Source: an optimization exercise on an open RTL-to-GDS flow (aim: small area). Production flows keep margins and buffers that such runs may drop. Where RTL was checked, it was by simulation tests only, not by an equivalence proof against the original. Only the layout flow was run in run 3; the RTL was not checked for function there. No activity file was given, so power comes from the tool's default toggle rates.

### flow/flow/run.sh
#!/bin/bash
# Standard layout with a lighter clock tree and smaller port buffers:
# no dummy clock loads, mid-size clock buffers and bigger sink clusters.
set -euo pipefail
export CTS_ARGS="-sink_clustering_enable -repair_clock_nets -dont_use_dummy_load -buf_list {sky130_fd_sc_hd__clkbuf_4 sky130_fd_sc_hd__clkbuf_8} -sink_clustering_size 18 -sink_clustering_max_diameter 70"
export BUFFER_PORTS_ARGS="-buffer_cell sky130_fd_sc_hd__buf_1"
bash standard.sh > standard.log 2>&1
### flow/config.mk
export PLATFORM = sky130hd
export DESIGN_NAME = fft_dit_top
export DESIGN_NICKNAME = fft_dit_top
export VERILOG_FILES = /design/flow/design.v
export SDC_FILE = /design/flow/constraint.sdc
export NUM_CORES = 4
export LEC_CHECK = 0
export CAP_MARGIN = 20
export CORE_MARGIN = 2
export CORE_UTILIZATION = 65
export SLEW_MARGIN = 20
### flow/constraint.sdc
create_clock -name core_clock -period 10.0 [get_ports {clk}]
set_input_delay 2.0000 -clock core_clock [delete_from_list [all_inputs] [get_ports {clk}]]
set_output_delay 2.0000 -clock core_clock [all_outputs]
set_load 0.01 [all_outputs]
### flow/design.v
`timescale 1ns/1ps
`default_nettype none
module fft_seq (
   input  logic clk,
   input  logic rst_n,
   input  logic in_nd,
   output logic ld,
   output logic park,
   output logic cap,
   output logic mac,
   output logic first,
   output logic use_a,
   output logic use_b,
   output logic neg_a,
   output logic shift,
   output logic w1,
   output logic w2,
   output logic out_nd,
   output logic overflow
);
   localparam logic [1:0] S_IDLE = 2'd0;
   localparam logic [1:0] S_LOAD = 2'd1;
   localparam logic [1:0] S_RUN  = 2'd2;    
   localparam logic [1:0] S_BUSY = 2'd3;    
   logic [1:0]  state;
   logic [3:0]  ph;           
   logic [3:0]  u;            
   logic        w2f;          
   logic [3:0]  lo;           
   logic [3:0]  pm;           
   logic        busy, outp, hit, last, start;
   logic [3:0]  hs, hr, hn;
   logic [2:0]  k;
   assign busy = (state == S_BUSY);
   assign outp = (pm == 4'd0);
   assign hs   = lo | pm;
   assign hit  = (ph == hs);
   assign last = &hs;
   assign hr   = {hs[0], hs[1], hs[2], hs[3]} + 4'd1;
   assign hn   = {hr[0], hr[1], hr[2], hr[3]} & ~pm;
   assign k[2] = (pm[2] & lo[3]) | (pm[1] & lo[2]) | (pm[0] & lo[1]);
   assign k[1] = (pm[1] & lo[3]) | (pm[0] & lo[2]);
   assign k[0] = pm[0] & lo[3];
   localparam logic [2:0] CLS_A = 3'd0;    
   localparam logic [2:0] CLS_B = 3'd1;    
   localparam logic [2:0] CLS_1 = 3'd2;    
   localparam logic [2:0] CLS_3 = 3'd3;    
   localparam logic [2:0] CLS_2 = 3'd4;    
   logic [2:0] cls;
   logic [3:0] step;
   always_comb
   begin
      case (k)
         3'd0:       cls = CLS_A;
         3'd4:       cls = CLS_B;
         3'd1, 3'd7: cls = CLS_1;
         3'd3, 3'd5: cls = CLS_3;
         default:    cls = CLS_2;
      endcase
   end
   always_comb
   begin
      case ({cls, u})
         {CLS_A, 4'd1}: step = {1'b1, 1'b1, 1'b0, 1'b0};
         {CLS_B, 4'd1}: step = {1'b1, 1'b0, 1'b1, 1'b0};
         {CLS_1, 4'd1}: step = {1'b1, 1'b1, 1'b0, 1'b1};
         {CLS_1, 4'd2}: step = {1'b1, 1'b0, 1'b0, 1'b1};
         {CLS_1, 4'd3}: step = {1'b1, 1'b0, 1'b1, 1'b1};
         {CLS_1, 4'd4}: step = {1'b1, 1'b1, 1'b0, 1'b1};
         {CLS_1, 4'd5}: step = {1'b1, 1'b1, 1'b0, 1'b1};
         {CLS_1, 4'd6}: step = {1'b1, 1'b0, 1'b0, 1'b1};
         {CLS_1, 4'd7}: step = {1'b1, 1'b1, 1'b0, 1'b0};
         {CLS_1, 4'd8}: step = {1'b1, 1'b0, 1'b1, 1'b1};
         {CLS_1, 4'd9}: step = {1'b1, 1'b1, 1'b0, 1'b0};
         {CLS_1, 4'd10}: step = {1'b1, 1'b0, 1'b1, 1'b1};
         {CLS_1, 4'd11}: step = {1'b1, 1'b1, 1'b0, 1'b1};
         {CLS_3, 4'd1}: step = {1'b1, 1'b0, 1'b1, 1'b1};
         {CLS_3, 4'd2}: step = {1'b1, 1'b0, 1'b0, 1'b1};
         {CLS_3, 4'd3}: step = {1'b1, 1'b1, 1'b0, 1'b1};
         {CLS_3, 4'd4}: step = {1'b1, 1'b0, 1'b1, 1'b1};
         {CLS_3, 4'd5}: step = {1'b1, 1'b0, 1'b1, 1'b1};
         {CLS_3, 4'd6}: step = {1'b1, 1'b0, 1'b0, 1'b1};
         {CLS_3, 4'd7}: step = {1'b1, 1'b1, 1'b0, 1'b0};
         {CLS_3, 4'd8}: step = {1'b1, 1'b0, 1'b1, 1'b1};
         {CLS_3, 4'd9}: step = {1'b1, 1'b1, 1'b0, 1'b0};
         {CLS_3, 4'd10}: step = {1'b1, 1'b0, 1'b1, 1'b1};
         {CLS_3, 4'd11}: step = {1'b1, 1'b0, 1'b1, 1'b1};
         {CLS_2, 4'd1}: step = {1'b1, 1'b1, 1'b0, 1'b0};
         {CLS_2, 4'd2}: step = {1'b1, 1'b0, 1'b1, 1'b1};
         {CLS_2, 4'd3}: step = {1'b1, 1'b0, 1'b0, 1'b1};
         {CLS_2, 4'd4}: step = {1'b1, 1'b1, 1'b0, 1'b0};
         {CLS_2, 4'd5}: step = {1'b1, 1'b0, 1'b1, 1'b1};
         {CLS_2, 4'd6}: step = {1'b1, 1'b0, 1'b0, 1'b1};
         {CLS_2, 4'd7}: step = {1'b1, 1'b1, 1'b0, 1'b0};
         {CLS_2, 4'd8}: step = {1'b1, 1'b0, 1'b1, 1'b1};
         {CLS_2, 4'd9}: step = {1'b1, 1'b1, 1'b0, 1'b0};
         {CLS_2, 4'd10}: step = {1'b1, 1'b0, 1'b1, 1'b1};
         {CLS_2, 4'd11}: step = {1'b1, 1'b0, 1'b0, 1'b1};
         {CLS_2, 4'd12}: step = {1'b1, 1'b1, 1'b0, 1'b0};
         {CLS_2, 4'd13}: step = {1'b1, 1'b0, 1'b1, 1'b1};
         default: step = 4'b0000;
      endcase
   end
   assign w1    = busy && (u == -pm);
   assign mac   = busy & step[3];
   assign use_a = step[2];
   assign use_b = step[1];
   assign shift = step[0];
   assign first = (u == 4'd1);
   assign neg_a = k[2] & (k[1] | k[0]);
   logic ready;
   assign ready  = (state == S_IDLE) || ((state == S_RUN) && outp && hit && last);
   assign ld     = in_nd && (ready || (state == S_LOAD));
   assign start  = (state == S_RUN) && !outp && hit;
   assign w2     = w2f;
   assign park   = busy;
   assign cap    = !busy || w1;
   assign out_nd = (state == S_RUN) && outp && hit;
   always_ff @(posedge clk)
   begin
      if (ready && in_nd)
         ph <= 4'd2;
      else if (!busy)
         ph <= ph + 4'd1;
      u <= start ? 4'd1 : u + 4'd1;
      w2f <= busy && (u == 4'd15);
      if (state == S_LOAD)
      begin
         lo <= 4'd0;
         pm <= 4'd8;
      end
      else
      begin
         if (w1 || out_nd)
            lo <= hn;
         if (w2 && (lo == 4'd0))
            pm <= pm >> 1;
      end
   end
   always_ff @(posedge clk or negedge rst_n)
   begin
      if (!rst_n)
      begin
         state    <= S_IDLE;
         overflow <= 1'b0;
      end
      else
      begin
         if (in_nd && !(ready || (state == S_LOAD)))
            overflow <= 1'b1;
         case (state)
            S_IDLE:
               if (in_nd)
                  state <= S_LOAD;
            S_LOAD:
               if (ph == 4'd0)
                  state <= S_RUN;
            S_RUN:
               if (start)
                  state <= S_BUSY;
               else if (outp && hit && last)
                  state <= in_nd ? S_LOAD : S_IDLE;
            default:
               if (u == 4'd15)
                  state <= S_RUN;
         endcase
      end
   end
endmodule
`default_nettype wire
`timescale 1ns/1ps
`default_nettype none
module fft_bf_unit (
   input  logic        clk,
   input  logic        cap,      
   input  logic        mac,      
   input  logic        first,    
   input  logic        use_a,    
   input  logic        use_b,    
   input  logic        neg_a,    
   input  logic        shift,    
   input  logic        w1,
   input  logic        w2,
   input  logic        pass,
   input  logic [23:0] r0,
   output logic [23:0] wr_data,
   output logic [23:0] bq
);
   logic [13:0] p_re, p_im;
   logic        f_re, f_im;
   logic [13:0] y_re, y_im, x_re, x_im, s_re, s_im;
   logic        neg_re, neg_im, g_re, g_im, zx, cin;
   logic [13:0] b_re, b_im, a_re, a_im;
   assign b_re = {{2{bq[11]}}, bq[11:0]};
   assign b_im = {{2{bq[23]}}, bq[23:12]};
   assign a_re = {{2{r0[11]}}, r0[11:0]};
   assign a_im = {{2{r0[23]}}, r0[23:12]};
   logic sel_a, sel_b, sel_r, sel_2;
   assign sel_a = mac & use_a;
   assign sel_b = mac & use_b & ~use_a;
   assign sel_r = ~mac & w1;
   assign sel_2 = ~mac & (w2 | pass);
   assign y_re = ({14{sel_a}} & b_re) | ({14{sel_b}} & b_im) | ({14{sel_r}} & a_re)
               | ({14{sel_2}} & {b_re[12:0], 1'b0});
   assign y_im = ({14{sel_a}} & b_im) | ({14{sel_b}} & b_re) | ({14{sel_r}} & a_im)
               | ({14{sel_2}} & {b_im[12:0], 1'b0});
   assign neg_re = (sel_a & neg_a) | w2;
   assign neg_im = (sel_a & neg_a) | sel_b | w2;
   assign zx   = (mac & first) | (pass & ~w2);
   assign cin  = w2;
   assign g_re = (f_re & ~zx) ^ neg_re;
   assign g_im = (f_im & ~zx) ^ neg_im;
   assign x_re = (p_re & {14{~zx}}) ^ {14{g_re}};
   assign x_im = (p_im & {14{~zx}}) ^ {14{g_im}};
   logic [14:0] c_re, c_im;
   assign c_re[0] = cin;
   assign c_im[0] = cin;
   for (genvar i = 0; i < 14; i++)
   begin : g_add
      assign s_re[i]   = x_re[i] ^ y_re[i] ^ c_re[i];
      assign c_re[i+1] = (x_re[i] & y_re[i]) | (c_re[i] & (x_re[i] ^ y_re[i]));
      assign s_im[i]   = x_im[i] ^ y_im[i] ^ c_im[i];
      assign c_im[i+1] = (x_im[i] & y_im[i]) | (c_im[i] & (x_im[i] ^ y_im[i]));
   end
   always_ff @(posedge clk)
   begin
      p_re <= (mac && shift) ? {s_re[13], s_re[13:1]} : s_re;
      p_im <= (mac && shift) ? {s_im[13], s_im[13:1]} : s_im;
      f_re <= mac & neg_re;
      f_im <= mac & neg_im;
      if (cap)
         bq <= r0;
   end
   assign wr_data = {s_im[12:1], s_re[12:1]};
endmodule
`default_nettype wire
`timescale 1ns/1ps
`default_nettype none
module fft_ring (
   input  logic        clk,
   input  logic        ld,
   input  logic        keep,
   input  logic [23:0] in_x,
   input  logic [23:0] wr_data,
   output logic [23:0] r0
);
   logic [23:0] r [15];
   always_ff @(posedge clk)
   begin
      for (int i = 0; i < 14; i++)
         r[i] <= r[i+1];
      if (ld)
         r[14] <= in_x;
      else if (keep)
         r[14] <= r[0];
      else
         r[14] <= wr_data;
   end
   assign r0 = r[0];
endmodule
`default_nettype wire
`timescale 1ns/1ps
`default_nettype none
module fft_dit_top (
   input  logic        clk,
   input  logic        rst_n,
   input  logic [23:0] in_x,
   input  logic        in_nd,
   output logic [23:0] out_x,
   output logic        out_nd,
   output logic        overflow
);
   logic        ld, park, cap, mac, first, use_a, use_b, neg_a, shift, w1, w2;
   logic [23:0] r0, wr_data, bq;
   fft_seq u_seq (
      .clk, .rst_n, .in_nd, .ld, .park, .cap, .mac, .first, .use_a, .use_b, .neg_a,
      .shift, .w1, .w2, .out_nd, .overflow
   );
   fft_bf_unit u_bf (
      .clk, .cap, .mac, .first, .use_a, .use_b, .neg_a, .shift, .w1, .w2,
      .pass (!park), .r0, .wr_data, .bq
   );
   fft_ring u_ring (
      .clk, .ld, .keep (park & !w1), .in_x, .wr_data, .r0
   );
   assign out_x = r0;
endmodule
`default_nettype wire
### flow/standard.sh
#!/bin/bash
# synth_recipe.tcl (not shown) runs the flow's synth.tcl, then flattens the netlist and writes it again
# the make line also repeats each setting of config.mk as NAME=value (left out here)
make -C /OpenROAD-flow-scripts/flow DESIGN_CONFIG=/design/flow/config.mk WORK_HOME=/design/flow/orfs CLKGATE_MAP_FILE= SYNTH_SCRIPT=/design/flow/synth_recipe.tcl "${@:-finish}"
==> results.txt, run 1 <==
- Status: no timing/DRC/antenna violations
- # resized after CTS: 0
- Setup Viol. Count Final: 0
- DR vias/cell: 5.505
- Least-Margin Pin Slew: 1109 ps
- Die Ht: 142.3 um
- First-pass GRT wire length: 33.58 mm
- F_max: 0.1147 GHz
- DR pass1 iterations: 6
- Number of synthesized register bits: 434
- P_sw: 1597 uW
- Arr. time, crit path: 9190 ps
- Clock share of power: 14.1%
- Commonest non-fill, non-tap cell in the layout: dfxtp_1
- Sink Count: 434
- Row cnt: 50
- Drt drc: 0
- Pwr Density: 385.0 nW/um2
- Gr ovfl total: 0
- Clock Skews: 85.13 ps
- Synth Cell Area: 12430 um2
- Synth unique cells: 68
- Number of max-cap violations: 0
- Pin count of the biggest net entering global routing: 69
- CTS tree: built
- Mapped Cells: 918
- Worst Hold Class: reg -> reg
- Crit path largest cell delay: 850 ps
- Area grow syn2layout: 6.543%
- Via count: 6623
- Share of cells above drive strength 1: 5.779%
- Critical Path RT: 10470 ps
- Hpwl dp: 13.84 mm
- Most frequent cells in the layout: dfxtp_1, nand2_1, nor2_1
- Post-DRT Antenna Nets: 0
- Final RePlAce weighted congestion: 0.8621
- GRT Total Usage: 20.97%
- Post-route cell area: 13240 um2
- Internal power: 3501 uW
- Final Max Slew Viols: 0
- CP most frequent cell: fa_1
- Synth Warn #: 4
- Syn_nets: 984
- Sequential area share after synthesis: 71.95%
- Crit Path Max Fanout: 25
- Synth async-reset ratio: 0.6912%
- Vias in the first global route: 6628
- Critical path class: reg -> reg
- I/O pins: 53
- Setup Fix Bufs, Post-CTS: 0
- CTS Hold Bufs: 0
- Period minus WS final: 8722 ps
- Peak supply drop: 0.2156 mV
- Synthesized area per cell: 13.54 um2
- Sw Ratio: 31.32%
- Number of flops mapped to enable cells by yosys: 24
- Combinational fraction of design power: 25.4%
- Final hold vios: 0
- CP delay by family, top: adder cells
- Violation count after the first detailed-route iteration: 515
- Reg power frac: 60.4%
- Overall routed net length: 20.76 mm
- Core area: 18710 um2
- Die area: 20240 um2
- Clk Latency, worst-skew pair: 600 ps
- Reg2Reg Setup Slack: 1280 ps
- Worst setup EP type: flip-flop
- Average wire per standard cell: 17.26 um
- Worst path bufs/invs: 2
- Max Root-Sink Buffers: 3
- I/O Buffers: 52
- Htree depth: 1
- Startpoint Class: flip-flop
- ANT cells: 0
- Num CTS Buffers: 28
- Final period utilization: 87.22%
- RSZ-0062 raised after global routing: false
- Initial Util: 66.45%
- Slowest cell on the critical path: o22ai_2
- Final nets: 1037
- P_leak: 0.005422 uW
- Rel. slew slack: 26.10%
- CTS Root Cell: clkbuf_8
- Ys flop type: dfxtp_1
- Antenna violations before repair: 0
- Cell Area, Placed: 12850 um2
- Worst-path clk slew: 120 ps
- Die X: 142.3 um
- Setup tns final: 0 ps
[cell usage after synthesis (all sizes together), types with 5 or more instances]
| library cell | number | area, um2 |
|---|---|---|
| a21boi | 21 | 157.7 |
| a21oi | 35 | 175.2 |
| a222oi | 23 | 230.2 |
| a31oi | 5 | 46.29 |
| and2 | 5 | 31.28 |
| buf | 9 | 43.79 |
| clkbuf | 27 | 101.4 |
| dfxtp | 407 | 8148 |
| edfxtp | 24 | 720.7 |
| fa | 26 | 520.5 |
| ha | 13 | 162.7 |
| inv | 19 | 71.31 |
| mux2i | 26 | 260.3 |
| nand2 | 68 | 257.8 |
| nand3 | 5 | 25.02 |
| nor2 | 59 | 221.5 |
| nor2b | 7 | 43.79 |
| o21ai | 29 | 145.1 |
| xnor2 | 24 | 210.2 |
| xor2 | 20 | 182.7 |
[power groups by stage]
stage / clock, uW / combinational, uW / sequential, uW
floorplan: 0 / 961 / 2950
global placement: 0 / 1260 / 3070
detailed placement: 0 / 1300 / 3120
CTS: 742 / 1310 / 3100
global route: 803 / 1470 / 3170
finish: 721 / 1300 / 3080
[layer usage]
metal  wire (um)  GRT usage (%)  vias to the layer above
li1            -              -                     3182
met1        9432          28.92                     3222
met2        9855          34.71                      185
met3        1108          3.432                       34
met4         367          5.947                        0
met5           0              0                        -
[final timing paths]
check,startpoint,endpoint,cells after the start
hold reg to reg,u_ring.r[5][1]$_DFF_P_,u_ring.r[4][1]$_DFF_P_,0
setup / recovery,u_seq.u[1]$_SDFF_PP0_,u_bf.p_im[12]$_DFF_P_,25
hold / removal,u_ring.r[5][1]$_DFF_P_,u_ring.r[4][1]$_DFF_P_,0
setup reg to reg,u_seq.u[1]$_SDFF_PP0_,u_bf.p_im[12]$_DFF_P_,25
min in group asynchronous,rst_n,u_seq.state[0]$_DFFE_PN0P_,1
max in group asynchronous,rst_n,u_seq.overflow$_DFFE_PN0P_,1
[worst reg2reg max path: stages (launching register included)]
cell      delay, ps
dfxtp_1         440
inv_1           160
ha_1            310
or3b_4          450
a31oi_4         200
o221a_4         270
o311ai_2        140
o22ai_2         850
a222oi_1        260
fa_1            470
fa_1            390
fa_1            400
fa_1            410
fa_1            400
fa_1            390
fa_1            380
fa_1            390
fa_1            400
fa_1            400
fa_1            370
inv_1            90
fa_1            180
fa_1            190
xor2_1          160
xnor3_1         270
mux2_2          270
[stage by stage]
step / setup WS (ps) / hold slack (ps) / cells / total power (uW) / utilization (%)
2_1_floorplan: 1860 / 309.6 / 918 / 3907 / -
3_3_place_gp: 1692 / 309.6 / 1175 / 4326 / 68.69
3_5_place_dp: 1348 / 312.1 / 1175 / 4420 / 68.69
4_1_cts: 1320 / 297.0 / 1203 / 5148 / 70.75
5_1_grt: 859.1 / 294.1 / 1203 / 5442 / 70.80
6_report: 1278 / 292.3 / 1203 / 5098 / 70.80
[sequential cells by signal, summed over array words and instances (netlist names)]
name and flops:
u_bf.bq 24, u_bf.f_im 1, u_bf.f_re 1, u_bf.p_im 14, u_bf.p_re 14, u_ring.r 360, u_seq.lo 4, u_seq.overflow 1
u_seq.ph 4, u_seq.pm 4, u_seq.state 2, u_seq.u 4, u_seq.w2f 1
[final cells by class]
class	instances	area, um2
inverter	19	71.32
timing repair buffer	59	247.7
fill	1303	5463
sequential	434	8944
multi-input combinational	429	3302
tap	234	292.8
clock buffer	28	385.4
[logic make-up after synthesis]
kind of cell / after synthesis / share of synthesized area (%)
compound gates: 148 / 8.758
buf+inv: 55 / 1.741
flops: 434 / 71.95
fa+ha+maj: 39 / 5.496
mux: 31 / 2.637
xor+xnor: 46 / 3.523
simple gates: 165 / 5.889
==> run 2, diff against run 1 <==
--- a/flow/config.mk
+++ b/flow/config.mk
@@ -7,5 +7,5 @@
 export LEC_CHECK = 0
 export CAP_MARGIN = 20
 export CORE_MARGIN = 2
-export CORE_UTILIZATION = 65
+export CORE_UTILIZATION = 40
 export SLEW_MARGIN = 20
==> run 2 against run 1 <==
  * Clock power is 3% higher
  * Synthesized cell count is the same
  * Sequential power barely moved
  * Still clean
  * Synthesized area stayed put
  * Cell area increased by 1.7%
  * Combinational power about the same
  * Fmax is essentially flat
  * Highest routed layer unchanged
  * Critical path depth unchanged
  * Utilization shrank 27 points
  * Sequential share of layout area decreased by 1.1 points
  * Final cell count increased by 14%
  * Total power is essentially flat
==> results.txt, run 2 <==
- Status: no timing/DRC/antenna violations
- Worst path bufs/invs: 2 (unchanged)
- Final cell count without fillers: 1367 (+14%)
- Final RePlAce weighted congestion: 0.8283 (-3.9%)
- F_max: 0.1147 GHz (about the same)
- Htree depth: 1 (unchanged)
- Overall routed net length: 20.52 mm (-1.2%)
- Core Util, Final: 44.03% (-27 points)
- Setup Viol. Count Final: 0 (unchanged)
- CTS Hold Bufs: 0 (unchanged)
- Pwr Density: 378.2 nW/um2 (-1.7%)
- Largest family of logic cells by synthesized area: compound AO/OA/AOI/OAI gates
- Cell total after placement: 1338 (+14%)
- RSZ-0062 raised after global routing: false
- Pin count of the biggest net entering global routing: 69 (unchanged)
- Synth Area in Simple Gates: 5.889% (unchanged)
- Area grow syn2layout: 8.365%
- First-pass GRT wire length: 32.97 mm (-1.8%)
- Slowest cell on the critical path: nor2_1
- Hpwl dp: 13.58 mm (-1.8%)
- Crit path largest cell delay: 640 ps (-210 ps)
- Final nets: 1039 (+0.19%)
- Complex-gate fraction of the synthesized area: 8.758% (unchanged)
- GRT Total Usage: 12.50% (-8.5 points)
- ANT cells: 0 (unchanged)
- I/O Buffers: 52 (unchanged)
- Worst setup EP type: flip-flop
- Rel. slew slack: 34.72% (+8.6 points)
- Final hold vios: 0 (unchanged)
- Average wire per standard cell: 15.01 um (-13%)
- Synth Warn #: 4 (unchanged)
- Post-DRT Antenna Nets: 0 (unchanged)
- Critical Path RT: 10440 ps (-30 ps)
- Num CTS Buffers: 29 (+3.6%)
- Most instantiated cells after synthesis: dfxtp_1, nand2_1, nor2_1
- Sink Count: 434 (unchanged)
- Number of max-cap violations: 0 (unchanged)
- Drt drc: 0 (unchanged)
- CP most frequent cell: fa_1
- Crit Path Max Fanout: 16 (-36%)
- Period minus WS final: 8717 ps (-5.480 ps)
- I/O pins: 53 (unchanged)
- CP delay by family, top: adder cells
- Worst Hold Class: reg -> reg
- Critical path class: reg -> reg
- Most flops, register: u_ring.r
- Die area: 32500 um2 (+61%)
- Post-route cell area: 13470 um2 (+1.7%)
- Max Root-Sink Buffers: 3 (unchanged)
- Max reg flops: 360 (unchanged)
- DR pass1 iterations: 7 (+1)
- Die Ht: 180.3 um (+27%)
- Syn_nets: 984 (unchanged)
- Leading area contributor after synthesis: dfxtp_1
- Synth Cell Area: 12430 um2 (unchanged)
- Antenna violations before repair: 1 (+1)
- Worst-path clk slew: 100 ps (-20 ps)
- Clk Latency, worst-skew pair: 610 ps (about the same)
- CTS Root Cell: clkbuf_8
- Share of cells above drive strength 1: 6.076% (+0.30 points)
- Synth Area in XOR/XNOR: 3.523% (unchanged)
- Setup tns final: 0 ps (unchanged)
- Top cells by area, synth: dfxtp_1, edfxtp_1, fa_1
- Commonest non-fill, non-tap cell in the layout: dfxtp_1
- Post-synth top area share: 65.55% (unchanged)
- Cell Area, Placed: 13070 um2 (+1.7%)
- Peak supply drop: 0.1617 mV (-25%)
- Initial Util: 40.63% (-26 points)
- Synthesized area per cell: 13.54 um2 (unchanged)
- Most frequent cells in the layout: dfxtp_1, nand2_1, nor2_1
- Pre-CTS setup slack: 1320 ps (-28.06 ps)
- Number of synthesized register bits: 434 (unchanged)
- R2r worst-path depth: 25 (unchanged)
- Row cnt: 64 (+28%)
- Core area: 30590 um2 (+64%)
- Sequential area share after synthesis: 71.95% (unchanged)
- P_leak: 0.005434 uW (+0.22%)
- Least-Margin Pin Slew: 979.1 ps (-129.4 ps)
- Multiplexer area fraction after synthesis: 2.637% (unchanged)
- Post-Synth Adder-Cell Area: 5.496% (unchanged)
- Final period utilization: 87.17% (about the same)
- Arr. time, crit path: 9160 ps (-30 ps)
- # resized after CTS: 0 (unchanged)
- Startpoint Class: flip-flop
- Synth unique cells: 68 (unchanged)
- Top Registers: u_ring.r: 360 flops, u_bf.bq: 24 flops
- Vias in the first global route: 6191 (-6.6%)
- WP depth: 25 (unchanged)
- PnR worst setup slack: 1283 ps (+5.480 ps)
- WHS Path Cells: 0 (unchanged)
- Mapped Cells: 918 (unchanged)
- Reg2Reg Setup Slack: 1280 ps (about the same)
- CTS tree: built
- Die X: 180.3 um (+27%)
- Synth async-reset ratio: 0.6912% (unchanged)
- Via count: 6517 (-1.6%)
- Setup Fix Bufs, Post-CTS: 0 (unchanged)
- DR vias/cell: 4.767 (-13%)
- Violation count after the first detailed-route iteration: 517 (+0.39%)
- Gr ovfl total: 0 (unchanged)
- Number of flops mapped to enable cells by yosys: 24 (unchanged)
- Final Max Slew Viols: 0 (unchanged)
- Top-count cell post-synth: dfxtp_1
- Clock Skews: 86.74 ps (+1.605 ps)
- Ys flop type: dfxtp_1
run 2: path summary, 6_finish.rpt:
| path | end | from |
|---|---|---|
| setup / recovery | u_bf.p_im[12]$_DFF_P_ | u_seq.u[0]$_SDFF_PP1_ |
| hold / removal | u_ring.r[0][8]$_DFF_P_ | u_ring.r[1][8]$_DFF_P_ |
| setup reg to reg | u_bf.p_im[12]$_DFF_P_ | u_seq.u[0]$_SDFF_PP1_ |
| hold reg to reg | u_ring.r[0][8]$_DFF_P_ | u_ring.r[1][8]$_DFF_P_ |
| max in group asynchronous | u_seq.state[1]$_DFFE_PN0P_ | rst_n |
| min in group asynchronous | u_seq.overflow$_DFFE_PN0P_ | rst_n |
run 2: layer usage:
layer	GRT usage [%]	wire, um	vias up	share of wire, %
met5	0	0	-	0
met4	3.097	306	0	1.5
met3	2.162	1033	28	5.0
met2	19.47	9120	131	44
met1	18.12	10060	3167	49
li1	-	-	3191	-
run 2: area by class of cell:
| type | instances | area (um2) |
|---|---|---|
| clock buffers | 29 | 399.1 |
| fillers | 2863 | 17120 |
| inverters | 19 | 71.32 |
| multi-input cells | 429 | 3304 |
| flip-flops and latches | 434 | 8944 |
| repair buffers | 60 | 255.2 |
| well taps | 396 | 495.5 |
run 2: cells by family after synthesis:
| family | after synthesis |
|---|---|
| buf+inv | 55 |
| mux | 31 |
| fa+ha+maj | 39 |
| xor+xnor | 46 |
| simple gates | 165 |
| flops | 434 |
| compound gates | 148 |
run 2: power breakdown:
| part | switching, uW | internal (uW) | leakage, uW |
|---|---|---|---|
| clock network | 480 | 260 | 0.000209 |
| registers | 359 | 2700 | 0.00370 |
| logic | 748 | 550 | 0.00153 |
| total | 1590 | 3510 | 0.00543 |
run 2: through the flow:
step           hold WS (ps)  total power (uW)
3_3_place_gp          309.9              4386
6_report              272.8              5094
2_1_floorplan         309.6              3907
3_5_place_dp          312.1              4424
5_1_grt               273.9              5478
4_1_cts               274.8              5174
==> run 3, diff against run 2 <==
--- a/flow/design.v
+++ b/flow/design.v
@@ -23,8 +23,8 @@
    localparam logic [1:0] S_RUN  = 2'd2;    
    localparam logic [1:0] S_BUSY = 2'd3;    
    logic [1:0]  state;
-   logic [3:0]  ph;           
-   logic [3:0]  u;            
+   logic [3:0]  c;            
+   logic [3:0]  ph, u;
    logic        w2f;          
    logic [3:0]  lo;           
    logic [3:0]  pm;           
@@ -32,6 +32,8 @@
    logic [3:0]  hs, hr, hn;
    logic [2:0]  k;
    assign busy = (state == S_BUSY);
+   assign ph   = c;
+   assign u    = c;
    assign outp = (pm == 4'd0);
    assign hs   = lo | pm;
    assign hit  = (ph == hs);
@@ -46,58 +48,47 @@
    localparam logic [2:0] CLS_1 = 3'd2;    
    localparam logic [2:0] CLS_3 = 3'd3;    
    localparam logic [2:0] CLS_2 = 3'd4;    
-   logic [2:0] cls;
    logic [3:0] step;
    always_comb
    begin
-      case (k)
-         3'd0:       cls = CLS_A;
-         3'd4:       cls = CLS_B;
-         3'd1, 3'd7: cls = CLS_1;
-         3'd3, 3'd5: cls = CLS_3;
-         default:    cls = CLS_2;
-      endcase
-   end
-   always_comb
-   begin
-      case ({cls, u})
-         {CLS_A, 4'd1}: step = {1'b1, 1'b1, 1'b0, 1'b0};
-         {CLS_B, 4'd1}: step = {1'b1, 1'b0, 1'b1, 1'b0};
-         {CLS_1, 4'd1}: step = {1'b1, 1'b1, 1'b0, 1'b1};
-         {CLS_1, 4'd2}: step = {1'b1, 1'b0, 1'b0, 1'b1};
-         {CLS_1, 4'd3}: step = {1'b1, 1'b0, 1'b1, 1'b1};
-         {CLS_1, 4'd4}: step = {1'b1, 1'b1, 1'b0, 1'b1};
-         {CLS_1, 4'd5}: step = {1'b1, 1'b1, 1'b0, 1'b1};
-         {CLS_1, 4'd6}: step = {1'b1, 1'b0, 1'b0, 1'b1};
-         {CLS_1, 4'd7}: step = {1'b1, 1'b1, 1'b0, 1'b0};
-         {CLS_1, 4'd8}: step = {1'b1, 1'b0, 1'b1, 1'b1};
-         {CLS_1, 4'd9}: step = {1'b1, 1'b1, 1'b0, 1'b0};
-         {CLS_1, 4'd10}: step = {1'b1, 1'b0, 1'b1, 1'b1};
-         {CLS_1, 4'd11}: step = {1'b1, 1'b1, 1'b0, 1'b1};
-         {CLS_3, 4'd1}: step = {1'b1, 1'b0, 1'b1, 1'b1};
-         {CLS_3, 4'd2}: step = {1'b1, 1'b0, 1'b0, 1'b1};
-         {CLS_3, 4'd3}: step = {1'b1, 1'b1, 1'b0, 1'b1};
-         {CLS_3, 4'd4}: step = {1'b1, 1'b0, 1'b1, 1'b1};
-         {CLS_3, 4'd5}: step = {1'b1, 1'b0, 1'b1, 1'b1};
-         {CLS_3, 4'd6}: step = {1'b1, 1'b0, 1'b0, 1'b1};
-         {CLS_3, 4'd7}: step = {1'b1, 1'b1, 1'b0, 1'b0};
-         {CLS_3, 4'd8}: step = {1'b1, 1'b0, 1'b1, 1'b1};
-         {CLS_3, 4'd9}: step = {1'b1, 1'b1, 1'b0, 1'b0};
-         {CLS_3, 4'd10}: step = {1'b1, 1'b0, 1'b1, 1'b1};
-         {CLS_3, 4'd11}: step = {1'b1, 1'b0, 1'b1, 1'b1};
-         {CLS_2, 4'd1}: step = {1'b1, 1'b1, 1'b0, 1'b0};
-         {CLS_2, 4'd2}: step = {1'b1, 1'b0, 1'b1, 1'b1};
-         {CLS_2, 4'd3}: step = {1'b1, 1'b0, 1'b0, 1'b1};
-         {CLS_2, 4'd4}: step = {1'b1, 1'b1, 1'b0, 1'b0};
-         {CLS_2, 4'd5}: step = {1'b1, 1'b0, 1'b1, 1'b1};
-         {CLS_2, 4'd6}: step = {1'b1, 1'b0, 1'b0, 1'b1};
-         {CLS_2, 4'd7}: step = {1'b1, 1'b1, 1'b0, 1'b0};
-         {CLS_2, 4'd8}: step = {1'b1, 1'b0, 1'b1, 1'b1};
-         {CLS_2, 4'd9}: step = {1'b1, 1'b1, 1'b0, 1'b0};
-         {CLS_2, 4'd10}: step = {1'b1, 1'b0, 1'b1, 1'b1};
-         {CLS_2, 4'd11}: step = {1'b1, 1'b0, 1'b0, 1'b1};
-         {CLS_2, 4'd12}: step = {1'b1, 1'b1, 1'b0, 1'b0};
-         {CLS_2, 4'd13}: step = {1'b1, 1'b0, 1'b1, 1'b1};
+      case ({k, u})
+         {3'd0, 4'd1}: step = {1'b1, 1'b1, 1'b0, 1'b0};
+         {3'd4, 4'd1}: step = {1'b1, 1'b0, 1'b1, 1'b0};
+         {3'd1, 4'd1}, {3'd7, 4'd1}: step = {1'b1, 1'b1, 1'b0, 1'b1};
+         {3'd1, 4'd2}, {3'd7, 4'd2}: step = {1'b1, 1'b0, 1'b0, 1'b1};
+         {3'd1, 4'd3}, {3'd7, 4'd3}: step = {1'b1, 1'b0, 1'b1, 1'b1};
+         {3'd1, 4'd4}, {3'd7, 4'd4}: step = {1'b1, 1'b1, 1'b0, 1'b1};
+         {3'd1, 4'd5}, {3'd7, 4'd5}: step = {1'b1, 1'b1, 1'b0, 1'b1};
+         {3'd1, 4'd6}, {3'd7, 4'd6}: step = {1'b1, 1'b0, 1'b0, 1'b1};
+         {3'd1, 4'd7}, {3'd7, 4'd7}: step = {1'b1, 1'b1, 1'b0, 1'b0};
+         {3'd1, 4'd8}, {3'd7, 4'd8}: step = {1'b1, 1'b0, 1'b1, 1'b1};
+         {3'd1, 4'd9}, {3'd7, 4'd9}: step = {1'b1, 1'b1, 1'b0, 1'b0};
+         {3'd1, 4'd10}, {3'd7, 4'd10}: step = {1'b1, 1'b0, 1'b1, 1'b1};
+         {3'd1, 4'd11}, {3'd7, 4'd11}: step = {1'b1, 1'b1, 1'b0, 1'b1};
+         {3'd3, 4'd1}, {3'd5, 4'd1}: step = {1'b1, 1'b0, 1'b1, 1'b1};
+         {3'd3, 4'd2}, {3'd5, 4'd2}: step = {1'b1, 1'b0, 1'b0, 1'b1};
+         {3'd3, 4'd3}, {3'd5, 4'd3}: step = {1'b1, 1'b1, 1'b0, 1'b1};
+         {3'd3, 4'd4}, {3'd5, 4'd4}: step = {1'b1, 1'b0, 1'b1, 1'b1};
+         {3'd3, 4'd5}, {3'd5, 4'd5}: step = {1'b1, 1'b0, 1'b1, 1'b1};
+         {3'd3, 4'd6}, {3'd5, 4'd6}: step = {1'b1, 1'b0, 1'b0, 1'b1};
+         {3'd3, 4'd7}, {3'd5, 4'd7}: step = {1'b1, 1'b1, 1'b0, 1'b0};
+         {3'd3, 4'd8}, {3'd5, 4'd8}: step = {1'b1, 1'b0, 1'b1, 1'b1};
+         {3'd3, 4'd9}, {3'd5, 4'd9}: step = {1'b1, 1'b1, 1'b0, 1'b0};
+         {3'd3, 4'd10}, {3'd5, 4'd10}: step = {1'b1, 1'b0, 1'b1, 1'b1};
+         {3'd3, 4'd11}, {3'd5, 4'd11}: step = {1'b1, 1'b0, 1'b1, 1'b1};
+         {3'd2, 4'd1}, {3'd6, 4'd1}: step = {1'b1, 1'b1, 1'b0, 1'b0};
+         {3'd2, 4'd2}, {3'd6, 4'd2}: step = {1'b1, 1'b0, 1'b1, 1'b1};
+         {3'd2, 4'd3}, {3'd6, 4'd3}: step = {1'b1, 1'b0, 1'b0, 1'b1};
+         {3'd2, 4'd4}, {3'd6, 4'd4}: step = {1'b1, 1'b1, 1'b0, 1'b0};
+         {3'd2, 4'd5}, {3'd6, 4'd5}: step = {1'b1, 1'b0, 1'b1, 1'b1};
+         {3'd2, 4'd6}, {3'd6, 4'd6}: step = {1'b1, 1'b0, 1'b0, 1'b1};
+         {3'd2, 4'd7}, {3'd6, 4'd7}: step = {1'b1, 1'b1, 1'b0, 1'b0};
+         {3'd2, 4'd8}, {3'd6, 4'd8}: step = {1'b1, 1'b0, 1'b1, 1'b1};
+         {3'd2, 4'd9}, {3'd6, 4'd9}: step = {1'b1, 1'b1, 1'b0, 1'b0};
+         {3'd2, 4'd10}, {3'd6, 4'd10}: step = {1'b1, 1'b0, 1'b1, 1'b1};
+         {3'd2, 4'd11}, {3'd6, 4'd11}: step = {1'b1, 1'b0, 1'b0, 1'b1};
+         {3'd2, 4'd12}, {3'd6, 4'd12}: step = {1'b1, 1'b1, 1'b0, 1'b0};
+         {3'd2, 4'd13}, {3'd6, 4'd13}: step = {1'b1, 1'b0, 1'b1, 1'b1};
          default: step = 4'b0000;
       endcase
    end
@@ -119,10 +110,13 @@
    always_ff @(posedge clk)
    begin
       if (ready && in_nd)
-         ph <= 4'd2;
-      else if (!busy)
-         ph <= ph + 4'd1;
-      u <= start ? 4'd1 : u + 4'd1;
+         c <= 4'd2;
+      else if (start)
+         c <= 4'd1;
+      else if (busy && (u == 4'd15))
+         c <= hs + 4'd1;
+      else
+         c <= c + 4'd1;
       w2f <= busy && (u == 4'd15);
       if (state == S_LOAD)
       begin
@@ -131,7 +125,7 @@
       end
       else
       begin
-         if (w1 || out_nd)
+         if ((busy && (u == 4'd15)) || out_nd)
             lo <= hn;
          if (w2 && (lo == 4'd0))
             pm <= pm >> 1;
==> run 3 against run 2 <==
  * Still clean on timing, DRC and antenna
  * Fmax increased by 0.45%
  * Synthesized area down 0.30%
  * Worst hold slack improved by 20 ps
  * Synthesized cell count rose by 0.22%
  * Utilization is essentially flat
  * Die area shrank 0.29%
  * Clock skew rose by 14 ps
  * Critical path depth up 3
  * Register-to-register slack better by 40 ps
  * Sequential cell count down 4
==> results.txt, run 3 <==
- Status: no timing/DRC/antenna violations
- Number of max-cap violations: 0 (unchanged)
- Via count: 6465 (-0.80%)
- Antenna violations before repair: 0 (-1)
- PnR worst setup slack: 1322 ps (+38.77 ps)
- Gr ovfl total: 0 (unchanged)
- CTS tree: built
- Worst setup EP type: flip-flop
- Worst hold start: u_ring.r[4][18]$_DFF_P_
- Vias in the first global route: 6501 (+5.0%)
- Drt drc: 0 (unchanged)
- Worst-path clk slew: 100 ps (about the same)
- P_sw: 588.8 uW (-63%)
- Mapped Cells: 920 (+0.22%)
- Row cnt: 64 (unchanged)
- R2r worst-path depth: 28 (+12%)
- Startpoint Class: flip-flop
- DR vias/cell: 4.722 (-0.94%)
- I/O Buffers: 52 (unchanged)
- Average wire per standard cell: 15.12 um (+0.72%)
- CTS Root Cell: clkbuf_8
- F_max: 0.1152 GHz (+0.45%)
- Overall routed net length: 20.70 mm (+0.87%)
- Critical Path RT: 10440 ps (about the same)
- Most instantiated cells after synthesis: dfxtp_1, nand2_1, nor2_1
- First-pass GRT wire length: 34.31 mm (+4.1%)
- Area grow syn2layout: 8.360% (about the same)
- Cell Area, Placed: 13010 um2 (-0.46%)
- Crit path largest cell delay: 440 ps (-200 ps)
- P_leak: 0.005193 uW (-4.4%)
- Synth async-reset ratio: 0.6977% (+0.0064 points)
- Synth Warn #: 4 (unchanged)
- Pwr Density: 207.0 nW/um2 (-45%)
- Reg2Reg Setup Slack: 1320 ps (+40 ps)
- I/O pins: 53 (unchanged)
- Final period utilization: 86.78% (-0.39 points)
- Clock share of power: 26.9% (+12 points)
- Setup tns final: 0 ps (unchanged)
- Final RePlAce weighted congestion: 0.8088 (-2.4%)
- Post-DRT Antenna Nets: 0 (unchanged)
- Hpwl dp: 13.59 mm (about the same)
- Top-count cell post-synth: dfxtp_1
- Reg power frac: 68.9% (+8.9 points)
- Leading area contributor after synthesis: dfxtp_1
- Max reg flops: 360 (unchanged)
- Most flops, register: u_ring.r
- Most frequent cells in the layout: dfxtp_1, nand2_1, buf_1
- Die Ht: 180.0 um (-0.15%)
- DR pass1 iterations: 5 (-2)
- GRT Total Usage: 12.90% (+0.40 points)
- # resized after CTS: 0 (unchanged)
- Share of cells above drive strength 1: 6.783% (+0.71 points)
- Slowest cell on the critical path: dfxtp_1
- Final hold vios: 0 (unchanged)
- CP most frequent cell: fa_1
- Pre-CTS setup slack: 1311 ps (-9.010 ps)
- Sequential area share after synthesis: 71.53% (-0.43 points)
- RSZ-0062 raised after global routing: false
- CTS Hold Bufs: 0 (unchanged)
- Combinational fraction of design power: 4.2% (-21 points)
- Post-synth top area share: 65.11% (-0.45 points)
- Post-route cell area: 13430 um2 (-0.31%)
- Least-Margin Pin Slew: 887.5 ps (-91.59 ps)
- Worst Hold End: u_ring.r[3][18]$_DFF_P_
- Initial Util: 40.62% (about the same)
- Overall Power: 2780 uW (-45%)
- Crit Path Max Fanout: 29 (+13)
- Setup Viol. Count Final: 0 (unchanged)
- Number of synthesized register bits: 430 (-0.92%)
- Pin count of the biggest net entering global routing: 69 (unchanged)
- Arr. time, crit path: 9120 ps (-40 ps)
- ANT cells: 0 (unchanged)
- Peak supply drop: 0.1311 mV (-19%)
- Num CTS Buffers: 30 (+3.4%)
- Ys flop type: dfxtp_1
- Max Root-Sink Buffers: 3 (unchanged)
- Die X: 180.0 um (-0.15%)
- Final Max Slew Viols: 0 (unchanged)
- M3 GR Usage: 2.688% (+0.53 points)
- Number of flops mapped to enable cells by yosys: 24 (unchanged)
- Commonest non-fill, non-tap cell in the layout: dfxtp_1
- Reg-to-reg critical path endpoint: u_bf.p_re[12]$_DFF_P_
- Clk Latency, worst-skew pair: 610 ps (about the same)
- Critical path class: reg -> reg
- Routing usage on met1: 17.95% (-0.17 points)
- Top Registers: u_ring.r: 360 flops, u_bf.bq: 24 flops
- Internal power: 2191 uW (-38%)
- Top cells by area, synth: dfxtp_1, edfxtp_1, fa_1
- Global routing's busiest layer: met2
- Launch point of the worst reg-to-reg path: u_seq.c[1]$_SDFF_PP1_
- Worst Hold Class: reg -> reg
- Synth unique cells: 61 (-10%)
- Rel. slew slack: 40.69% (+6.0 points)
- Sw Ratio: 21.18% (-10 points)
- Global-route met2 utilization: 20.57% (+1.1 points)
- Synth Cell Area: 12390 um2 (-0.30%)
- Core area: 30510 um2 (-0.26%)
- Htree depth: 1 (unchanged)
- Clock Skews: 100.8 ps (+14.01 ps)
- Syn_nets: 983 (-0.10%)
- Die area: 32400 um2 (-0.29%)
- Synthesized area per cell: 13.47 um2 (-0.52%)
- Sink Count: 430 (-0.92%)
- WHS Path Cells: 0 (unchanged)
- Period minus WS final: 8678 ps (-38.77 ps)
- Violation count after the first detailed-route iteration: 483 (-6.6%)
- Final nets: 1038 (-0.096%)
- Setup Fix Bufs, Post-CTS: 0 (unchanged)
[run 3: changes by cell type in the layout (fill, tap and decap cells not counted), sizes merged, moves of 4 or more]
cell / delta
mux2i: +4
xnor2: +4
o211ai: +5
nor2: -14
o21ai: +10
nand2: +8
nand3: +4
dfxtp: -4
[run 3: how the worst max path moves through the flow]
stage                                  start                     to  slack (ps)  cells past startpoint
floorplan              u_seq.c[1]$_SDFF_PP1_  u_bf.p_im[12]$_DFF_P_        1880                     28
global placement    u_seq.pm[0]$_SDFFE_PP0P_  u_bf.p_re[12]$_DFF_P_        1420                     22
CTS                 u_seq.pm[0]$_SDFFE_PP0P_  u_bf.p_re[12]$_DFF_P_        1230                     22
global route           u_seq.c[0]$_SDFF_PP0_  u_bf.p_im[12]$_DFF_P_         840                     29
detailed placement  u_seq.pm[0]$_SDFFE_PP0P_  u_bf.p_re[12]$_DFF_P_        1310                     22
finish                 u_seq.c[1]$_SDFF_PP1_  u_bf.p_re[12]$_DFF_P_        1320                     28
[run 3: cell type report]
class                      instances  area, um2
multi-input combinational        432       3297
fill                            2777      17080
sequential                       430       8864
inverter                          19      71.32
tap                              396      495.5
timing repair buffer              62      287.8
clock buffer                      30      412.9
[run 3: power groups by stage]
stage / logic (uW) / clock network [uW] / registers [uW]
6_report: 118 / 748 / 1910
5_1_grt: 134 / 850 / 1930
4_1_cts: 120 / 789 / 1920
3_5_place_dp: 119 / 0 / 1960
3_3_place_gp: 118 / 0 / 1950
2_1_floorplan: 83.7 / 0 / 1940
[run 3: cells by family (layout without fill, tap and decap cells)]
logic type | count (synthesis) | after routing | synth area share, %
DFF | 430 | 430 | 71.53
and+or+nand+nor | 163 | 163 | 5.937
AOI/OAI and AO/OA | 149 | 149 | 8.623
buffers and inverters | 58 | 111 | 2.110
xor gates and xnor gates | 48 | 48 | 3.625
adders and majority gates | 36 | 36 | 5.210
muxes | 36 | 36 | 2.968
[run 3: metal layers]
| metal | share of wire, % | up-vias |
|---|---|---|
| met1 | 48 | 3126 |
| met2 | 45 | 121 |
| li1 | - | 3183 |
| met3 | 4.5 | 35 |
| met5 | 0 | - |
| met4 | 2.5 | 0 |
[run 3: critical path, delay by kind of cell (launching register included)]
family                   cells  cell delay (ps)
adder cells (fa/ha/maj)     14             5040
XOR/XNOR                     4              920
buffers and inverters        4              800
AO/OA/AOI/OAI                3              580
AND/OR/NAND/NOR              2              530
flip-flops                   1              440
multiplexers                 1              280
[run 3: metrics by stage]
step,util (%),hold WS (ps),std cells
finish,44.01,292.5,1369
global route,44.01,306.5,1369
CTS,44.00,296.6,1368
detailed placement,42.64,312.1,1338
global placement,42.55,309.9,1337
floorplan,-,309.6,920
==> run 4, diff against run 3 <==
--- a/flow/design.v
+++ b/flow/design.v
@@ -43,11 +43,6 @@
    assign k[2] = (pm[2] & lo[3]) | (pm[1] & lo[2]) | (pm[0] & lo[1]);
    assign k[1] = (pm[1] & lo[3]) | (pm[0] & lo[2]);
    assign k[0] = pm[0] & lo[3];
-   localparam logic [2:0] CLS_A = 3'd0;    
-   localparam logic [2:0] CLS_B = 3'd1;    
-   localparam logic [2:0] CLS_1 = 3'd2;    
-   localparam logic [2:0] CLS_3 = 3'd3;    
-   localparam logic [2:0] CLS_2 = 3'd4;    
    logic [3:0] step;
    always_comb
    begin
@@ -191,9 +186,9 @@
    assign a_im = {{2{r0[23]}}, r0[23:12]};
    logic sel_a, sel_b, sel_r, sel_2;
    assign sel_a = mac & use_a;
-   assign sel_b = mac & use_b & ~use_a;
-   assign sel_r = ~mac & w1;
-   assign sel_2 = ~mac & (w2 | pass);
+   assign sel_b = mac & use_b;
+   assign sel_r = w1;
+   assign sel_2 = w2 | pass;
    assign y_re = ({14{sel_a}} & b_re) | ({14{sel_b}} & b_im) | ({14{sel_r}} & a_re)
                | ({14{sel_2}} & {b_re[12:0], 1'b0});
    assign y_im = ({14{sel_a}} & b_im) | ({14{sel_b}} & b_re) | ({14{sel_r}} & a_im)
==> run 4 against run 3 <==
  * Still clean
  * Global-route usage up 0.058 points
  * Combinational power fell by 3%
  * Non-clock buffer count down 2
  * Die area is 0.67% higher
  * Largest cell class unchanged
==> results.txt, run 4 <==
- Number of max-cap violations: 0 (unchanged)
- Pwr Density: 207.0 nW/um2 (about the same)
- First-pass GRT wire length: 34.12 mm (-0.54%)
- GRT Total Usage: 12.96% (+0.058 points)
- I/O Buffers: 52 (unchanged)
- Crit path largest cell delay: 610 ps (+170 ps)
- Pin count of the biggest net entering global routing: 69 (unchanged)
- Most frequent cells in the layout: dfxtp_1, nand2_1, nor2_1
- CTS tree: built
- Rel. slew slack: 42.50% (+1.8 points)
- F_max: 0.1123 GHz (-2.5%)
- Mapped Cells: 950 (+3.3%)
- CP startpoint: u_seq.c[1]$_SDFF_PP1_
- P_leak: 0.005411 uW (+4.2%)
- Critical Path RT: 10480 ps (+40 ps)
- Core area: 30670 um2 (+0.52%)
- Crit Path Max Fanout: 29 (unchanged)
- Reg2Reg Setup Slack: 1100 ps (-220 ps)
- Worst-path clk slew: 100 ps (about the same)
- Num CTS Buffers: 31 (+3.3%)
- Fill cells: 2830 (+1.9%)
- CP most frequent cell: fa_1
- Synth async-reset ratio: 0.6977% (unchanged)
- Post-synth top area share: 64.66% (-0.44 points)
- Vias in the first global route: 6311 (-2.9%)
- Launch point of the worst reg-to-reg path: u_seq.c[1]$_SDFF_PP1_
- Syn_nets: 1013 (+3.1%)
- Period minus WS final: 8901 ps (+223.4 ps)
- Hpwl dp: 13.85 mm (+1.9%)
- Gr ovfl total: 0 (unchanged)
- Clk Latency, worst-skew pair: 620 ps (about the same)
- Die Ht: 180.6 um (+0.34%)
- Largest family of logic cells by synthesized area: compound AO/OA/AOI/OAI gates
- Synth Cell Area: 12480 um2 (+0.69%)
- Reg area: 8864 um2 (unchanged)
- Critical path class: reg -> reg
- Synthesized area per cell: 13.13 um2 (-2.5%)
- Die area: 32620 um2 (+0.67%)
- Top cells by area, synth: dfxtp_1, edfxtp_1, fa_1
- Overall routed net length: 21.11 mm (+2.0%)
- Final RePlAce weighted congestion: 0.8501 (+5.1%)
- Via count: 6695 (+3.6%)
- Status: no timing/DRC/antenna violations
- Synth unique cells: 66 (+8.2%)
- Complex-gate fraction of the synthesized area: 9.477% (+0.85 points)
- Slowest cell on the critical path: dfxtp_1
- Violation count after the first detailed-route iteration: 462 (-4.3%)
- WP depth: 29 (+3.6%)
- Clock Skews: 82.51 ps (-18.24 ps)
- Most instantiated cells after synthesis: dfxtp_1, nand2_1, nor2_1
- Htree depth: 1 (unchanged)
- Drt drc: 0 (unchanged)
- Final nets: 1064 (+2.5%)
- CTS Root Cell: clkbuf_8
- Critical Path End: u_bf.p_im[12]$_DFF_P_
- Antenna violations before repair: 0 (unchanged)
- Arr. time, crit path: 9390 ps (+270 ps)
- Top Registers: u_ring.r: 360 flops, u_bf.bq: 24 flops
- Worst Hold Class: reg -> reg
- I/O pins: 53 (unchanged)
- Worst path bufs/invs: 3 (-1)
- Row cnt: 64 (unchanged)
- Number of synthesized register bits: 430 (unchanged)
- Share of cells above drive strength 1: 6.006% (-0.78 points)
- Leading area contributor after synthesis: dfxtp_1
- # resized after CTS: 0 (unchanged)
- Setup Fix Bufs, Post-CTS: 0 (unchanged)
- CP delay by family, top: adder cells
- Max Root-Sink Buffers: 3 (unchanged)
- Final hold vios: 0 (unchanged)
- Setup Viol. Count Final: 0 (unchanged)
- Peak supply drop: 0.1295 mV (-1.3%)
- Synth Area in Simple Gates: 6.197% (+0.26 points)
- Post-DRT Antenna Nets: 0 (unchanged)
- CTS Hold Bufs: 0 (unchanged)
- Max reg flops: 360 (unchanged)
- DR vias/cell: 4.799 (+1.6%)
- Die X: 180.6 um (+0.34%)
- RSZ-0062 raised after global routing: false
- Multiplexer area fraction after synthesis: 2.437% (-0.53 points)
- Area grow syn2layout: 7.922%
- Ys flop type: dfxtp_1
- Post-Synth Adder-Cell Area: 5.174% (-0.036 points)
- Commonest non-fill, non-tap cell in the layout: dfxtp_1
- Setup tns final: 0 ps (unchanged)
- Worst setup EP type: flip-flop
- Reg-to-reg critical path endpoint: u_bf.p_im[12]$_DFF_P_
- DR pass1 iterations: 5 (unchanged)
- Average wire per standard cell: 15.13 um (about the same)
- Multi-input logic area: 3361 um2 (+1.9%)
- Sequential area share after synthesis: 71.04% (-0.49 points)
- Final period utilization: 89.01% (+2.2 points)
- Top-count cell post-synth: dfxtp_1
- Startpoint Class: flip-flop
- Initial Util: 40.68% (+0.065 points)
- Synth Area in XOR/XNOR: 3.500% (-0.12 points)
- Number of flops mapped to enable cells by yosys: 24 (unchanged)
- Synth Warn #: 4 (unchanged)
- Least-Margin Pin Slew: 860.4 ps (-27.10 ps)
- Core Util, Final: 43.91% (-0.11 points)
- Most flops, register: u_ring.r
- ANT cells: 0 (unchanged)
- Worst hold start: u_ring.r[8][13]$_DFF_P_
- R2r worst-path depth: 29 (+3.6%)
- Final Max Slew Viols: 0 (unchanged)
- Sink Count: 430 (unchanged)
run 4: report_power, final:
part | switching [uW] | internal, uW | total (uW) | leakage (uW)
Clock | 483 | 276 | 760 | 0.000223
Combinational | 62.8 | 51.3 | 114 | 0.00153
Sequential | 42.5 | 1870 | 1910 | 0.00365
Total | 589 | 2200 | 2790 | 0.00541
run 4: stage by stage:
stage                     instances  worst slack [ps]  hold slack, ps  area (um2)  total power [uW]
final                          1395              1099           247.7       13470              2787
after global routing           1395             567.2           238.6       13470              2923
after CTS                      1395              1102           238.3       13470              2831
after detailed placement       1364              1153           312.1       13040              2071
after global placement         1364              1319           310.0       13040              2065
after floorplan                 950              2044           309.6       12480              2022
run 4: kinds of logic after synthesis:
group,after synthesis
fa+ha+maj,36
flops,430
xor+xnor,44
compound gates,173
mux,30
simple gates,178
buf+inv,59
run 4: per-layer routing:
| metal | global-route usage, % | up-vias | wire length [um] |
|---|---|---|---|
| li1 | - | 3293 | - |
| met1 | 18.92 | 3235 | 10470 |
| met2 | 19.45 | 129 | 9083 |
| met3 | 2.466 | 38 | 1037 |
| met4 | 4.065 | 0 | 520 |
| met5 | 0 | - | 0 |
run 4: area by class of cell:
type | count | area share [%]
repair buffers | 60 | 1.896
multi-input cells | 461 | 24.96
inverters | 17 | 0.4739
clock buffers | 31 | 3.169
well taps | 396 | 3.680
flip-flops and latches | 430 | 65.82
run 4: worst min path at each step:
stage | to | slack [ps] | cells past startpoint
after floorplan | u_ring.r[0][0]$_DFF_P_ | 310 | 0
after global placement | u_ring.r[13][4]$_DFF_P_ | 310 | 0
after detailed placement | u_ring.r[0][11]$_DFF_P_ | 310 | 0
after CTS | u_ring.r[2][13]$_DFF_P_ | 240 | 0
after global routing | u_ring.r[7][13]$_DFF_P_ | 240 | 0
final | u_ring.r[7][13]$_DFF_P_ | 250 | 0
run 4: worst reg2reg max path, delay by kind of cell, from the launching register on:
family	cells	cell delay (ps)
compound gates	6	1170
xor+xnor	3	760
fa+ha+maj	14	4940
buf+inv	3	580
flops	1	610
simple gates	3	760
==> run 5, diff against run 4 <==
==> flow/flow/run.sh (replaced) <==
#!/bin/bash
# Standard layout with a lighter clock tree and smaller port buffers:
# no dummy clock loads, mid-size clock buffers and bigger sink clusters.
set -euo pipefail
export CTS_ARGS="-sink_clustering_enable -repair_clock_nets -dont_use_dummy_load -buf_list {sky130_fd_sc_hd__clkbuf_8 sky130_fd_sc_hd__clkbuf_16} -sink_clustering_size 30 -sink_clustering_max_diameter 60"
export BUFFER_PORTS_ARGS="-buffer_cell sky130_fd_sc_hd__buf_1"
bash standard.sh > standard.log 2>&1
==> run 5 against run 4 <==
  * Still clean
  * Sequential cell count stayed put
  * Global-route usage is 0.083 points lower
  * Clock power is 29% higher
  * Largest power group unchanged
  * Critical path type unchanged
==> results.txt, run 5 <==
- Number of flops mapped to enable cells by yosys: 24 (unchanged)
- Number of synthesized register bits: 430 (unchanged)
- Die X: 180.6 um (unchanged)
- Worst Hold Class: reg -> reg
- Launch point of the worst reg-to-reg path: u_seq.c[1]$_SDFF_PP1_
- Slowest cell on the critical path: dfxtp_1
- CTS tree: built
- Arr. time, crit path: 9290 ps (-100 ps)
- Vias in the first global route: 6325 (+0.22%)
- Number of max-cap violations: 0 (unchanged)
- Synth unique cells: 66 (unchanged)
- Area grow syn2layout: 9.918%
- I/O Buffers: 52 (unchanged)
- Synth Area in XOR/XNOR: 3.500% (unchanged)
- Largest family of logic cells by synthesized area: compound AO/OA/AOI/OAI gates
- DR vias/cell: 4.830 (+0.65%)
- Setup Viol. Count Final: 0 (unchanged)
- Final nets: 1060 (-0.38%)
- Reg2Reg Setup Slack: 1180 ps (+80 ps)
- Worst-path clk slew: 100 ps (about the same)
- Rel. slew slack: 40.46% (-2.0 points)
- Htree depth: 1 (unchanged)
- Share of cells above drive strength 1: 5.628% (-0.38 points)
- Average wire per standard cell: 15.11 um (-0.12%)
- Crit path largest cell delay: 600 ps (about the same)
- Drt drc: 0 (unchanged)
- P_leak: 0.005521 uW (+2.0%)
- CTS Hold Bufs: 0 (unchanged)
- Least-Margin Pin Slew: 890.9 ps (+30.48 ps)
- Clk Latency, worst-skew pair: 580 ps (-40 ps)
- Synth Cell Area: 12480 um2 (unchanged)
- Post-DRT Antenna Nets: 0 (unchanged)
- Critical Path RT: 10470 ps (about the same)
- Gr ovfl total: 0 (unchanged)
- Ys flop type: dfxtp_1
- Leading area contributor after synthesis: dfxtp_1
- WHS Path Cells: 0 (unchanged)
- Top cells by area, synth: dfxtp_1, edfxtp_1, fa_1
- Final hold vios: 0 (unchanged)
- Max Root-Sink Buffers: 3 (unchanged)
- Startpoint Class: flip-flop
- Complex-gate fraction of the synthesized area: 9.477% (unchanged)
- Pin count of the biggest net entering global routing: 69 (unchanged)
- Top-count cell post-synth: dfxtp_1
- Synth Warn #: 4 (unchanged)
- Sink Count: 430 (unchanged)
- DR pass1 iterations: 5 (unchanged)
- Synth Area in Simple Gates: 6.197% (unchanged)
- Peak supply drop: 0.1504 mV (+16%)
- Worst setup EP type: flip-flop
- Sequential area share after synthesis: 71.04% (unchanged)
- F_max: 0.1134 GHz (+0.94%)
- ANT cells: 0 (unchanged)
- Num CTS Buffers: 27 (-13%)
- Final Max Slew Viols: 0 (unchanged)
- Period minus WS final: 8818 ps (-82.98 ps)
- Final RePlAce weighted congestion: 0.8501 (unchanged)
- Core area: 30670 um2 (unchanged)
- Setup tns final: 0 ps (unchanged)
- Max reg flops: 360 (unchanged)
- R2r worst-path depth: 29 (unchanged)
- Hpwl dp: 13.85 mm (unchanged)
- Initial Util: 40.68% (unchanged)
- # resized after CTS: 0 (unchanged)
- CTS Root Cell: clkbuf_16
- Critical path class: reg -> reg
- Via count: 6719 (+0.36%)
- Die Ht: 180.6 um (unchanged)
- Worst Hold End: u_ring.r[2][13]$_DFF_P_
- Most instantiated cells after synthesis: dfxtp_1, nand2_1, nor2_1
- Setup Fix Bufs, Post-CTS: 0 (unchanged)
- Clock Skews: 95.87 ps (+13.36 ps)
- Violation count after the first detailed-route iteration: 450 (-2.6%)
- Status: no timing/DRC/antenna violations
- First-pass GRT wire length: 34.00 mm (-0.36%)
- Fill cells: 2794 (-1.3%)
- Antenna violations before repair: 0 (unchanged)
- Syn_nets: 1013 (unchanged)
- Synth async-reset ratio: 0.6977% (unchanged)
- Commonest non-fill, non-tap cell in the layout: dfxtp_1
- GRT Total Usage: 12.88% (-0.083 points)
- Pwr Density: 219.6 nW/um2 (+6.1%)
- Post-Synth Adder-Cell Area: 5.174% (unchanged)
- Top Registers: u_ring.r: 360 flops, u_bf.bq: 24 flops
- Die area: 32620 um2 (unchanged)
- Worst hold start: u_ring.r[3][13]$_DFF_P_
- CP most frequent cell: fa_1
- Most flops, register: u_ring.r
- I/O pins: 53 (unchanged)
- Reg-to-reg critical path endpoint: u_bf.p_im[12]$_DFF_P_
- Crit Path Max Fanout: 29 (unchanged)
- Overall routed net length: 21.02 mm (-0.40%)
- RSZ-0062 raised after global routing: false
- Min Hold Slack: 242.5 ps (-5.159 ps)
- Mapped Cells: 950 (unchanged)
- Row cnt: 64 (unchanged)
- Synthesized area per cell: 13.13 um2 (unchanged)
- Final period utilization: 88.18% (-0.83 points)
- Most frequent cells in the layout: dfxtp_1, nand2_1, nor2_1
- Post-synth top area share: 64.66% (unchanged)
- Multiplexer area fraction after synthesis: 2.437% (unchanged)
==> run 5: cell counts after synthesis <==
No cell type changed its count.
==> run 5: how the worst max path moves through the flow <==
stage / slack [ps] / to / cells past startpoint / from
global placement: 1320 / u_bf.p_im[12]$_DFF_P_ / 29 / u_seq.c[1]$_SDFF_PP1_
CTS: 1190 / u_bf.p_im[12]$_DFF_P_ / 29 / u_seq.c[1]$_SDFF_PP1_
finish: 1180 / u_bf.p_im[12]$_DFF_P_ / 29 / u_seq.c[1]$_SDFF_PP1_
floorplan: 2040 / u_bf.p_im[12]$_DFF_P_ / 31 / u_seq.c[1]$_SDFF_PP1_
detailed placement: 1150 / u_bf.p_im[12]$_DFF_P_ / 29 / u_seq.c[1]$_SDFF_PP1_
global route: 660 / u_bf.p_im[12]$_DFF_P_ / 29 / u_seq.c[1]$_SDFF_PP1_
==> run 5: per-layer routing <==
metal | global-route usage [%] | up-vias | wire, um
met5 | 0 | - | 0
met4 | 3.613 | 0 | 452
met3 | 2.385 | 35 | 1089
met2 | 19.57 | 131 | 9026
met1 | 18.80 | 3267 | 10450
li1 | - | 3286 | -
==> run 5: per-stage QoR <==
stage / setup WS, ps / util (%) / std cells / power [uW] / instance area [um2]
floorplan: 2044 / - / 950 / 2022 / 12480
global placement: 1319 / 42.51 / 1364 / 2065 / 13040
detailed placement: 1153 / 42.51 / 1364 / 2071 / 13040
CTS: 1185 / 44.72 / 1391 / 3054 / 13710
global route: 661.9 / 44.72 / 1391 / 3142 / 13710
finish: 1182 / 44.72 / 1391 / 3011 / 13710
==> run 5: critical path: cells and delay by family (launching register included) <==
kind	cells	cell delay, ps
compound gates	6	1160
xor+xnor	3	750
fa+ha+maj	14	4950
buf+inv	3	570
flops	1	600
simple gates	3	760
==> run 5: layout make-up <==
class	instances	area (um2)	share of cell area, %
sequential	430	8864	64.63
multi-input combinational	461	3361	24.51
clock buffer	27	675.6	4.927
tap	396	495.5	3.613
timing repair buffer	60	255.2	1.861
inverter	17	63.81	0.4653
==> run 5: report_power, final <==
| part | internal, uW | total [uW] | switching [uW] |
|---|---|---|---|
| logic | 51.3 | 114 | 63.0 |
| registers | 1870 | 1910 | 42.8 |
| clock network | 476 | 983 | 507 |
| total | 2400 | 3010 | 613 |
==> run 5: logic make-up after synthesis <==
family,count (synthesis)
AO/OA/AOI/OAI,173
XOR/XNOR,44
adder cells (fa/ha/maj),36
buffers and inverters,59
flip-flops,430
multiplexers,30
AND/OR/NAND/NOR,178

==> re-timing with driven ports <==
The flow's constraints put no driver on any port. The routed layouts listed below were extracted and timed again, unchanged, in two steps. Step 1 (the two cells are an assumption about what drives the block):
set clk [get_ports {clk}]
set_driving_cell -lib_cell sky130_fd_sc_hd__clkbuf_16 $clk
set_driving_cell -lib_cell sky130_fd_sc_hd__buf_2 [delete_from_list [all_inputs] $clk]
Step 2 adds t to the input delays and takes it off the output delays; t is the mean of the earliest and latest rising clock arrival at the registers after step 1. Input paths then give back, and output paths get back, about the clock's delay inside the block. Three values: no drivers, after step 1, after step 2; two values: the first two.
run	shift t [ns]	slack for setup (ns)	worst setup path after step 2
run 1	0.602	1.278 / 1.278 / 1.278	register to register
run 2	0.607	1.283 / 1.283 / 1.283	register to register
run 3	0.609	1.322 / 1.322 / 1.322	register to register
run 4	0.625	1.099 / 1.099 / 1.099	register to register
run 5	0.579	1.182 / 1.182 / 1.182	register to register
After both steps setup and hold are still met in every run listed.
